This is an optimization exercise on Yosys and OpenROAD, whose aim is small area and a short achievable clock period, not a production implementation. In this exercise RTL edits were held to simulation tests only and were not proved equivalent to the original. No activity file was given, so power comes from the tool's default toggle rates.

==> flow/design.v (excerpt) <==
module iq_demod_lpf
#(
  parameter int IN_W  = iq_demod_pkg::DEF_IN_W,
  parameter int CAR_W = iq_demod_pkg::DEF_CAR_W,
  parameter int DECIM = iq_demod_pkg::DEF_DECIM,
  parameter int OUT_W = iq_demod_pkg::DEF_OUT_W,
  parameter int SHIFT = iq_demod_pkg::DEF_SHIFT
) (
  input  logic                    clk,
  input  logic                    reset_n,
  input  logic                    sample_en,
  input  logic                    sym_start,
  input  logic signed [IN_W-1:0]  y_in,
  input  logic signed [CAR_W-1:0] i_car,
  input  logic signed [CAR_W-1:0] q_car,
  output logic signed [OUT_W-1:0] i_out,
  output logic signed [OUT_W-1:0] q_out,
  output logic                    out_valid,
  output logic                    overflow
);
Size: roughly 3,900 cells after synthesis, ~340 flip-flops, roughly 130 I/O pins, about 37,000 um^2 of cells after synthesis.
export LEC_CHECK = 0
export ABC_AREA = 1
export CAP_MARGIN = 20
export CORE_MARGIN = 2
export CORE_UTILIZATION = 40
export CTS_BUF_LIST = sky130_fd_sc_hd__clkbuf_8
export CTS_CLUSTER_SIZE = 24
export PLACE_DENSITY = 0.6
export SLEW_MARGIN = 20
create_clock -name core_clock -period 10.5 [get_ports {clk}]
standard.sh (not shown) runs the stock make flow with config.mk's settings and CLKGATE_MAP_FILE= SYNTH_SCRIPT=/design/flow/synth_recipe.tcl, a recipe that flattens the netlist after the stock synthesis.
==> flow/flow/run.sh <==
#!/bin/bash
set -euo pipefail
bash standard.sh SETUP_SLACK_MARGIN=5 "BUFFER_PORTS_ARGS=-buffer_cell sky130_fd_sc_hd__buf_1" finish > layout.log 2>&1
The starting point went through all stages and came out clean.
Edit:
==> flow/run.sh (new file) <==
#!/bin/bash
# synth_recipe.tcl (not shown) runs the flow's synth.tcl, then flattens the netlist and writes it again
# the make line also repeats each setting of config.mk as NAME=value (left out here)
make -C /OpenROAD-flow-scripts/flow DESIGN_CONFIG=/design/flow/config.mk WORK_HOME=/design/flow/orfs CLKGATE_MAP_FILE= SYNTH_SCRIPT=/design/flow/synth_recipe.tcl finish
- CTS_BUF_LIST: sky130_fd_sc_hd__clkbuf_8 -> unset
- CTS_CLUSTER_SIZE: 24 -> unset
- SETUP_SLACK_MARGIN: unset -> 5
removed: flow/flow/run.sh
removed: flow/standard.sh
Result: The new run went through all stages and came out clean; hold slack hardly moves; maximum frequency is about the same; first-iteration DRC count fell by 0.51%; worst setup slack gains 0.0073 ns; wire length climbs by 3.3%; via count rose by 0.74%; synthesized cell count stays the same; die area does not change; total power increases by 1.1%.
Edit:
==> flow/flow/run.sh (new file) <==
#!/bin/bash
set -euo pipefail
bash standard.sh SETUP_SLACK_MARGIN=5 RECOVER_POWER=100 finish > layout.log 2>&1
==> flow/standard.sh (new file) <==
#!/bin/bash
# synth_recipe.tcl (not shown) runs the flow's synth.tcl, then flattens the netlist and writes it again
# the make line also repeats each setting of config.mk as NAME=value (left out here)
make -C /OpenROAD-flow-scripts/flow DESIGN_CONFIG=/design/flow/config.mk WORK_HOME=/design/flow/orfs CLKGATE_MAP_FILE= SYNTH_SCRIPT=/design/flow/synth_recipe.tcl "${@:-finish}"
- CTS_BUF_LIST: unset -> sky130_fd_sc_hd__clkbuf_8
- CTS_CLUSTER_SIZE: unset -> 24
- SETUP_SLACK_MARGIN: 5 -> unset
removed: flow/run.sh
=> Now the flow finished but failed the layout checks on max-capacitance violations, max-slew violations; die area stays the same; worst hold slack degrades by 0.0064 ns; synthesized cell count stays the same; clock-buffer cell count went up by 19; area after synthesis stays the same; power went down by 0.41%; core utilization went down by 0.85 points; worst setup slack degrades by 2.0 ns; global-route usage went down by 0.18 points.
Edit:
==> flow/flow/run.sh (replaced) <==
#!/bin/bash
set -euo pipefail
bash standard.sh SETUP_SLACK_MARGIN=5.5 "BUFFER_PORTS_ARGS=-buffer_cell sky130_fd_sc_hd__buf_2" finish > layout.log 2>&1
- CTS_BUF_LIST: sky130_fd_sc_hd__clkbuf_8 -> unset
- CTS_CLUSTER_SIZE: 24 -> unset
The new run went through all stages and came out clean.
Critical path depth came out higher by 2.
Setup slack gains 2.0 ns.
Clock power came out lower by about 6%.
Clock skew came out lower by 0.032 ns.
Edit:
==> flow/run.sh (new file) <==
#!/bin/bash
# synth_recipe.tcl (not shown) runs the flow's synth.tcl, then flattens the netlist and writes it again
# the make line also repeats each setting of config.mk as NAME=value (left out here)
make -C /OpenROAD-flow-scripts/flow DESIGN_CONFIG=/design/flow/config.mk WORK_HOME=/design/flow/orfs CLKGATE_MAP_FILE= SYNTH_SCRIPT=/design/flow/synth_recipe.tcl finish
- CTS_BUF_LIST: unset -> sky130_fd_sc_hd__clkbuf_8
- CTS_CLUSTER_SIZE: unset -> 24
- GPL_TIMING_DRIVEN: unset -> 1
- SETUP_SLACK_MARGIN: unset -> 5
removed: flow/flow/run.sh
removed: flow/standard.sh
Outcome: Final cell count falls by 2.3%; setup slack gets better by 0.0096 ns; final area falls by about 8%; first-iteration DRC count falls by about 32%; sequential share of layout area rises by 1.3 points; core utilization falls by 4.1 points; sequential cell count stays the same.

-- port drivers added, routing unchanged --
In the flow no input, the clock included, has a driving cell. The finished layouts below were timed again as built, in two steps.
Step 1, drivers: a clkbuf_16 drives clk and a buf_2 each remaining input, both assumed.
Step 2, shift: input delay + t, output delay - t, t = (earliest + latest rising clock arrival at the registers) / 2. This alone moves slack from input paths to output paths.
Three values: ideal ports, drivers, drivers and shift; two values: the first two.
run | t (ns) | slack for setup (ns) | worst setup path at the end | cell pins on the clock port's net
the first run | 0.754 | 5.020 / 5.059 / 4.305 | input to register | 1
the second run | 0.655 | 5.028 / 4.982 / 4.327 | input to register | 1
the third run | 0.789 | 3.029 / 3.064 / 2.275 | input to register | 1
the fourth run | 0.659 | 5.023 / 5.001 / 4.342 | input to register | 1
the fifth run | 0.782 | 5.032 / 5.061 / 4.279 | input to register | 1
The setup slack of the third run, which loses most, moves by +0.035 ns with the drivers and by -0.754 ns with both steps.
